Background: an optimization exercise with open tools, aiming at small area, a short achievable clock period and few clock cycles per item. Do not read the settings as production practice. The RTL of this run was laid out without a check of its function. No activity file was given, so power comes from the tool's default toggle rates.

===== flow/config.mk =====
export PLATFORM = sky130hd
export DESIGN_NAME = sorted_priority_queue
export DESIGN_NICKNAME = sorted_priority_queue
export VERILOG_FILES = /design/flow/design.v
export SDC_FILE = /design/flow/constraint.sdc
export NUM_CORES = 4
export LEC_CHECK = 0
export CAP_MARGIN = 20
export CORE_MARGIN = 2
export CORE_UTILIZATION = 40
export SLEW_MARGIN = 20

===== flow/constraint.sdc =====
create_clock -name core_clock -period 6.0 [get_ports {clk}]
set_input_delay 1.2000 -clock core_clock [delete_from_list [all_inputs] [get_ports {clk}]]
set_output_delay 1.2000 -clock core_clock [all_outputs]
set_load 0.01 [all_outputs]

===== flow/design.v =====
`default_nettype none
module sorted_priority_queue (
    input  logic        clk,
    input  logic        rst_n,
    input  logic        in_valid,
    output logic        in_ready,
    input  logic [2:0]  func,
    input  logic [15:0] tag,
    input  logic [15:0] prio,
    input  logic [15:0] high_bound,
    output logic        out_valid,
    input  logic        out_ready,
    output logic [2:0]  status,
    output logic [15:0] out_tag,
    output logic [15:0] out_prio,
    output logic [4:0]  removed,
    output logic [4:0]  count
);
    localparam int N = 16;
    localparam logic [2:0] FN_ENQ    = 3'd0;
    localparam logic [2:0] FN_DEQ    = 3'd1;
    localparam logic [2:0] FN_PEEK   = 3'd2;
    localparam logic [2:0] FN_GET    = 3'd3;
    localparam logic [2:0] FN_CHANGE = 3'd4;
    localparam logic [2:0] FN_RANGE  = 3'd5;
    localparam logic [2:0] FN_CLEAR  = 3'd6;
    localparam logic [2:0] ST_OK       = 3'd0;
    localparam logic [2:0] ST_TAKEN    = 3'd1;
    localparam logic [2:0] ST_EMPTY    = 3'd2;
    localparam logic [2:0] ST_NOTFOUND = 3'd3;
    localparam logic [2:0] ST_FULL     = 3'd4;
    localparam logic [2:0] ST_AMBIG    = 3'd5;
    function automatic logic [1:0] cmp16(input logic [15:0] a, input logic [15:0] b);
        logic [15:0] g1, e1;
        logic [7:0]  g2, e2;
        logic [3:0]  g3, e3;
        logic [1:0]  g4, e4;
        g1 = a & ~b;
        e1 = ~(a ^ b);
        for (int j = 0; j < 8; j++)
        begin
            g2[j] = g1[2*j+1] | (e1[2*j+1] & g1[2*j]);
            e2[j] = e1[2*j+1] & e1[2*j];
        end
        for (int j = 0; j < 4; j++)
        begin
            g3[j] = g2[2*j+1] | (e2[2*j+1] & g2[2*j]);
            e3[j] = e2[2*j+1] & e2[2*j];
        end
        for (int j = 0; j < 2; j++)
        begin
            g4[j] = g3[2*j+1] | (e3[2*j+1] & g3[2*j]);
            e4[j] = e3[2*j+1] & e3[2*j];
        end
        cmp16 = {g4[1] | (e4[1] & g4[0]), e4[1] & e4[0]};
    endfunction
    function automatic logic [4:0] therm_count(input logic [N-1:0] t);
        logic [4:0] c;
        c[4] = t[15];
        c[3] = t[7] & ~t[15];
        c[2] = (t[3] & ~t[7]) | (t[11] & ~t[15]);
        c[1] = '0;
        c[0] = '0;
        for (int j = 0; j < 4; j++)
            c[1] = c[1] | (t[4*j+1] & ~t[4*j+3]);
        for (int j = 0; j < 8; j++)
            c[0] = c[0] | (t[2*j] & ~t[2*j+1]);
        therm_count = c;
    endfunction
    logic         e_v, e_ph;
    logic [2:0]   e_f;
    logic [15:0]  e_t, e_p, e_h;
    logic [N-1:0] c_gt, c_eq, c_te;
    logic [15:0]  st [N];
    logic [15:0]  sp [N];
    logic [N-1:0] sv;
    logic [4:0]   cnt;
    logic [N-1:0] rmask;
    logic [4:0]   e_bin, ce;
    logic [3:0]   kleft;
    logic        o_v;
    logic [2:0]  o_st;
    logic [15:0] o_t, o_p;
    logic [4:0]  o_rem, o_cnt;
    assign out_valid = o_v;
    assign status    = o_st;
    assign out_tag   = o_t;
    assign out_prio  = o_p;
    assign removed   = o_rem;
    assign count     = o_cnt;
    logic is_enq, is_deq, is_get, is_chg, is_rng, is_clr;
    logic busy, run, ex0, ex, rng1, acc;
    assign is_enq   = (e_f == FN_ENQ);
    assign is_deq   = (e_f == FN_DEQ);
    assign is_get   = (e_f == FN_GET);
    assign is_chg   = (e_f == FN_CHANGE);
    assign is_rng   = (e_f == FN_RANGE);
    assign is_clr   = (e_f == FN_CLEAR);
    assign busy     = |kleft;
    assign run      = e_v && !busy;
    assign ex0      = run && is_rng && !e_ph;
    assign ex       = run && !(is_rng && !e_ph) && (!o_v || out_ready);
    assign rng1     = is_rng && e_ph;
    assign in_ready = !e_v || ex;
    assign acc      = in_valid && in_ready;
    logic [N-1:0] gt, eq, te, bef, fm;
    always_comb
    begin
        gt = c_gt & sv;
        eq = c_eq & sv;
        te = c_te & sv;
        bef[0] = 1'b0;
        for (int i = 1; i < N; i++)
            bef[i] = bef[i-1] | te[i-1];
        fm = te & ~bef;
    end
    logic taken, multi, none, full, empty;
    assign taken = |eq;
    assign multi = |(te & bef);
    assign none  = ~|te;
    assign full  = sv[N-1];
    assign empty = ~sv[0];
    logic [15:0] lk_p;
    always_comb
    begin
        lk_p = '0;
        for (int i = 0; i < N; i++)
            lk_p = lk_p | (sp[i] & {16{fm[i]}});
    end
    logic [N-1:0] ge, inr;
    logic [4:0]   s_bin, k, rng_cnt;
    logic [5:0]   k6;
    logic         delf;
    always_comb
    begin
        ge      = gt | eq;
        inr     = rmask & ~gt;
        delf    = |inr;
        s_bin   = therm_count(gt);
        k6      = {1'b0, e_bin} - {1'b0, s_bin};
        k       = k6[5] ? 5'd0 : k6[4:0];
        rng_cnt = k6[5] ? cnt : 5'(ce + s_bin);
    end
    logic ok_enq, ok_chg, ins, sh;
    assign ok_enq = !taken && !full;
    assign ok_chg = !taken && !multi && !none;
    assign ins    = ex && ((is_enq && ok_enq) || (is_chg && ok_chg));
    assign sh     = is_chg && |(fm & gt);
    logic [N-1:0] A, G;
    always_comb
    begin
        for (int i = 0; i < N; i++)
        begin
            A[i] = (busy && !rmask[i])
                || (ex && rng1 && delf && !gt[i])
                || (ex && is_deq && !empty)
                || (ex && is_chg && ok_chg && (bef[i] || te[i]));
            G[i] = sh ? ((i < N-1) ? gt[(i+1)%N] : 1'b0) : gt[i];
        end
    end
    logic [N-1:0] up, nw, dn, hd;
    always_comb
    begin
        for (int i = 0; i < N; i++)
        begin
            up[i] = (!ins || G[i]) && A[i];
            nw[i] = ins && !G[i] && ((i == 0) || G[(i+N-1)%N]);
            dn[i] = ins && !G[i] && (i > 0) && !G[(i+N-1)%N] && !A[(i+N-1)%N];
            hd[i] = !(up[i] || nw[i] || dn[i]);
        end
    end
    logic [15:0]  key_p;
    logic [N-1:0] k_gt, k_eq, k_te;
    logic [1:0]   f_pc;
    logic         f_te;
    always_comb
    begin
        key_p = ex0 ? e_h : prio;
        for (int i = 0; i < N; i++)
        begin
            logic [1:0] r;
            r       = cmp16(sp[i], key_p);
            k_gt[i] = r[1];
            k_eq[i] = r[0];
            k_te[i] = (st[i] == tag);
        end
        f_pc = cmp16(e_p, prio);
        f_te = (e_t == tag);
    end
    logic [N-1:0] s_gt, s_eq, s_te;
    assign s_gt = (acc || ex0) ? k_gt : c_gt;
    assign s_eq = (acc || ex0) ? k_eq : c_eq;
    assign s_te = (acc || ex0) ? k_te : c_te;
    logic [15:0]  st_n [N];
    logic [15:0]  sp_n [N];
    logic [N-1:0] sv_n, gt_n, eq_n, te_n;
    always_comb
    begin
        for (int i = 0; i < N; i++)
        begin
            st_n[i] = ({16{nw[i]}} & e_t)
                    | ({16{up[i]}} & ((i < N-1) ? st[(i+1)%N] : st[i]))
                    | ({16{dn[i]}} & st[(i+N-1)%N])
                    | ({16{hd[i]}} & st[i]);
            sp_n[i] = ({16{nw[i]}} & e_p)
                    | ({16{up[i]}} & ((i < N-1) ? sp[(i+1)%N] : sp[i]))
                    | ({16{dn[i]}} & sp[(i+N-1)%N])
                    | ({16{hd[i]}} & sp[i]);
            sv_n[i] = nw[i]
                    | (up[i] & ((i < N-1) ? sv[(i+1)%N] : 1'b0))
                    | (dn[i] & sv[(i+N-1)%N])
                    | (hd[i] & sv[i]);
            gt_n[i] = (nw[i] & f_pc[1])
                    | (up[i] & ((i < N-1) ? s_gt[(i+1)%N] : 1'b0))
                    | (dn[i] & s_gt[(i+N-1)%N])
                    | (hd[i] & s_gt[i]);
            eq_n[i] = (nw[i] & f_pc[0])
                    | (up[i] & ((i < N-1) ? s_eq[(i+1)%N] : 1'b0))
                    | (dn[i] & s_eq[(i+N-1)%N])
                    | (hd[i] & s_eq[i]);
            te_n[i] = (nw[i] & f_te)
                    | (up[i] & ((i < N-1) ? s_te[(i+1)%N] : 1'b0))
                    | (dn[i] & s_te[(i+N-1)%N])
                    | (hd[i] & s_te[i]);
        end
        if (ex && is_clr)
            sv_n = '0;
    end
    logic [2:0]  res_st;
    logic [15:0] res_t, res_p;
    logic [4:0]  res_rem, cnt_n;
    always_comb
    begin
        res_st  = ST_OK;
        res_t   = '0;
        res_p   = '0;
        res_rem = '0;
        cnt_n   = cnt;
        unique case (e_f)
            FN_ENQ:
            begin
                if (taken)
                    res_st = ST_TAKEN;
                else if (full)
                    res_st = ST_FULL;
                else
                    cnt_n = cnt + 5'd1;
            end
            FN_DEQ, FN_PEEK:
            begin
                if (empty)
                    res_st = ST_EMPTY;
                else
                begin
                    res_t = st[0];
                    res_p = sp[0];
                    if (is_deq)
                        cnt_n = cnt - 5'd1;
                end
            end
            FN_GET:
            begin
                if (none)
                    res_st = ST_NOTFOUND;
                else
                    res_p = lk_p;
            end
            FN_CHANGE:
            begin
                if (taken)
                    res_st = ST_TAKEN;
                else if (multi)
                    res_st = ST_AMBIG;
                else if (none)
                    res_st = ST_NOTFOUND;
            end
            FN_RANGE:
            begin
                res_rem = k;
                cnt_n   = rng_cnt;
            end
            FN_CLEAR:
            begin
                res_rem = cnt;
                cnt_n   = '0;
            end
            default:
            begin
                res_st = ST_OK;
            end
        endcase
    end
    always_ff @(posedge clk or negedge rst_n)
    begin
        if (!rst_n)
        begin
            e_v   <= 1'b0;
            e_ph  <= 1'b0;
            sv    <= '0;
            cnt   <= '0;
            kleft <= '0;
            o_v   <= 1'b0;
        end
        else
        begin
            if (acc)
                e_v <= 1'b1;
            else if (ex)
                e_v <= 1'b0;
            if (ex)
                e_ph <= 1'b0;
            else if (ex0)
                e_ph <= 1'b1;
            sv <= sv_n;
            if (ex)
                cnt <= cnt_n;
            if (ex && rng1)
                kleft <= (k == '0) ? 4'd0 : 4'(k - 5'd1);
            else if (busy)
                kleft <= kleft - 4'd1;
            if (ex)
                o_v <= 1'b1;
            else if (out_ready)
                o_v <= 1'b0;
        end
    end
    always_ff @(posedge clk)
    begin
        if (acc)
        begin
            e_f <= func;
            e_t <= tag;
            e_p <= prio;
            e_h <= high_bound;
        end
        c_gt <= gt_n;
        c_eq <= eq_n;
        c_te <= te_n;
        if (ex0)
        begin
            rmask <= ge;
            e_bin <= therm_count(ge);
            ce    <= cnt - therm_count(ge);
        end
        else if (ex && rng1)
        begin
            rmask <= gt;
        end
        for (int i = 0; i < N; i++)
        begin
            st[i] <= st_n[i];
            sp[i] <= sp_n[i];
        end
        if (ex)
        begin
            o_st  <= res_st;
            o_t   <= res_t;
            o_p   <= res_p;
            o_rem <= res_rem;
            o_cnt <= cnt_n;
        end
    end
endmodule
`default_nettype wire

===== flow/run.sh =====
#!/bin/bash
# synth_recipe.tcl (not shown) runs the flow's synth.tcl, then flattens the netlist and writes it again
# the make line also repeats each setting of config.mk as NAME=value (left out here)
make -C /OpenROAD-flow-scripts/flow DESIGN_CONFIG=/design/flow/config.mk WORK_HOME=/design/flow/orfs CLKGATE_MAP_FILE= SYNTH_SCRIPT=/design/flow/synth_recipe.tcl finish

==> impl_metrics.tcl <==
set metrics [dict create \
    gp_congestion 1.00 \
    h-tree-depth 3 \
    leakage_nw 21.0 \
    grt_pass1_wl_um 275000 \
    dp_hpwl_um 138000 \
    synth_top_area_share 0.257 \
    avgSynthCellArea_um2 9.70 \
    power_mw 13.6 \
    antenna_found_initial 1 \
    synth_seq_cells 710 \
    wl_um 188000 \
    worst_pin_slew_ns 1.24 \
    rsz0062_at_grt "no" \
    cp-end-kind "flop" \
    netlist_area_um2 43600 \
    route.met2.wl_um 83700 \
    grt_overflow_total 0 \
    yosysMostFrequentCell "dfxtp_1" \
    cts_buffers 85 \
    synth_area_leaders "dfxtp_1 26%, a221o_1 10%, a22o_1 9.8%, edfxtp_1 8.4%, ha_1 8.3%" \
    cts.clk_slew.worst_paths_ns 0.06 \
    grt_use_total 0.326 \
    cts_setup_buffers 0 \
    core_area_um2 109000 \
    rr_worst_depth 16 \
    path_delay_family "compound AO/OA/AOI/OAI gates" \
    hold_depth 2 \
    finish.net_count 4826 \
    hold_path.class "reg -> reg" \
    yosys_warnings 5 \
    status "finished clean" \
    diodes 0 \
    maxClockFrequency_ghz 0.191 \
    cp_common_cell "o22ai_1" \
    viasPerCell 6.95 \
    drc 0 \
    yosysTopAreaCell "dfxtp_1" \
    clk_path_buf_depth 3 \
    dr.first_iter.drc_count 5506 \
    reg2reg_to "c_gt[10]" \
    r2r-start "e_f[2]" \
    synth_cell_types 91 \
    fin_skew_ns 0.0356 \
    crit_arrival_ns 5.83 \
    rows 121 \
    synth_cells 4496 \
    fin_crit_sh 0.872 \
    seq_area_frac_synth 0.357 \
    worst_slack_ns 0.765 \
    fin_tns_setup_ns 0 \
    async_flop_share 0.0394 \
    final_cells 5964 \
    cap_violations 0 \
    relSlewSlack 0.173 \
    grt_max_degree 54 \
    path_class "reg -> reg" \
    cts_hold_buffers 0 \
    area_delta_synth_final_pct 13.9 \
    cts-root-buf "clkbuf_16" \
    setup_viol 0 \
    hold_violations 0 \
    synth_commonest_cells "560 x dfxtp_1, 490 x a22o_1, 448 x a221o_1" \
    clock-sinks 710 \
    syn-num-nets 4844 \
    cts_tree "built" \
    cts_resized 0 \
    worst-path-max-fanout 16 \
    dieArea_um2 112000 \
    ios 102 \
    placedCellCount 5803 \
    cp.required_ns 6.59 \
    die_w_um 334 \
    die_h_um 334 \
    maxSlewViolCount 0 \
    path_buf_inv 3 \
    initial_core_util 0.402 \
    vias 41423 \
    slowest_delay_ns 0.63 \
    critPathSlowestCell "o22ai_1" \
    cp-start-kind "flop" \
    firstDrtPassIters 8 \
    ir_drop_uv 249 \
    wl_met3_um 17200 \
    drt-met1-wl_um 76700 \
    regToRegSetupSlack_ns 0.77 \
    postRouteAntennaNets 0 \
    clock_latency_ns 0.70 \
    hold_end "st[15][9]" \
    path_cells "buf_4 -> nand3b_1 -> nor2_1 -> nand3_1 -> inv_2 -> mux2i_2 -> buf_12 -> ha_1 -> a41oi_1 -> o21ai_0 -> a21o_1 -> a2111oi_0 -> nor3_1 -> o22ai_1 -> o22ai_1 -> a211o_1" \
    numPortBuffers 101 \
    drive_gt1_frac 0.102 \
    power.density_nw_per_um2 273 \
    ys.flop_type "dfxtp_1" \
    worstHoldStart "st[15][9]" \
    fin_crit_ns 5.23 \
    grt_pass1_vias 39251 \
    wl_per_cell_um 31.6 \
    pre_cts_slack_ns 0.975 \
    synth_edf_count 122 \
    top_layer "met4" \
]
==> cell families (layout without fill, tap and decap cells) <==
logic type,Yosys count,in the layout,share of synthesized area
compound gates,1724,1724,0.329
flops,710,710,0.357
mux,67,67,0.0156
xor+xnor,287,287,0.0576
simple gates,930,930,0.111
fa+ha+maj,293,293,0.0846
buf+inv,485,539,0.0462
==> per-stage QoR <==
stage	instance area, µm²	utilization	hold slack (ns)
floorplan	43600	-	0.443
global placement	46700	0.430	0.454
detailed placement	46700	0.430	0.457
CTS	49700	0.458	0.465
global route	49700	0.458	0.492
finish	49700	0.458	0.464
==> area by class of cell <==
| cell class | instances | area, µm² |
|---|---|---|
| multi-input cells | 3301 | 26500 |
| inverters | 81 | 304 |
| clock buffers | 125 | 2520 |
| clock inverters | 34 | 458 |
| fillers | 10191 | 58900 |
| flip-flops and latches | 710 | 15600 |
| well taps | 1414 | 1770 |
| repair buffers | 299 | 2600 |
==> sequential cells by signal (all words and copies together), names as in the netlist, 4 cells and up <==
name and count:
kleft 4, e_t 16, e_p 16, o_rem 5
rmask 16, o_cnt 5, e_bin 5, sv 16
ce 5, cnt 5, sp 256, e_h 16
o_p 16, st 256, c_te 16, c_eq 16
c_gt 16, o_t 16
==> cells in the final DEF (no fill, tap or decap), types with 80 or more instances in the layout <==
master             n
xor2_1           261
a22o_1           490
nor2_1           148
ha_1             290
inv_1             80
nand3_1          101
a21oi_1          179
nand4_1           90
dfxtp_1          560
o21ai_0          101
nand2_1          257
edfxtp_1         122
buf_4            189
clkdlybuf4s50_1  101
a221o_1          448
clkbuf_16         89
==> how the worst max path moves through the flow <==
stage / slack (ns) / to / cells past startpoint / from
global placement: 0.93 / c_gt[11] / 13 / prio[3]
global route: 0.64 / c_gt[10] / 16 / e_f[2]
finish: 0.77 / c_gt[10] / 16 / e_f[2]
floorplan: 0.16 / st[12][10] / 11 / out_ready
detailed placement: 0.98 / sp[8][9] / 12 / out_ready
CTS: 0.93 / c_gt[10] / 16 / e_f[2]
==> where the power goes <==
part	switching (mW)	internal (mW)	total, mW
registers	0.433	5.12	5.55
clock network	2.31	3.25	5.56
logic	1.67	0.797	2.47
==> worst register-to-register path, delay by kind of cell (launching register included) <==
family,cells,cell delay [ns]
AO/OA/AOI/OAI,7,2.43
adder cells (fa/ha/maj),1,0.31
buffers and inverters,3,0.65
AND/OR/NAND/NOR,4,1.12
multiplexers,1,0.32
flip-flops,1,0.32
==> per-layer routing <==
| layer | global-route usage | vias up |
|---|---|---|
| li1 | - | 17944 |
| met1 | 0.429 | 20607 |
| met2 | 0.506 | 2393 |
| met3 | 0.0640 | 479 |
| met4 | 0.168 | 0 |
| met5 | 0 | - |

[afterwards: timing with drivers on the ports]
The flow's constraints put no driver on any port. The routed layout listed below was extracted and timed again, unchanged, in two steps.
Step 1: set_driving_cell puts a clkbuf_16 on clk and a buf_2 on each other input, an assumption about the parent block.
Step 2 adds t to the input delays and takes it off the output delays; t is the mean of the earliest and latest rising clock arrival at the registers after step 1. Input paths then give back, and output paths get back, about the clock's delay inside the block.
a / b / c = no drivers / after step 1 / after step 2; a / b = the first two.
t (ns): 0.756
setup WS [ns]: 0.765 / 0.765 / 0.765
worst register clock-pin slew, ns: 0.07 / 0.07
pins driven straight from the clock port: 1
After both steps this run still meets setup and hold. For this run, drivers alone change the setup slack by 0.000 ns; drivers and shift together by 0.000 ns.
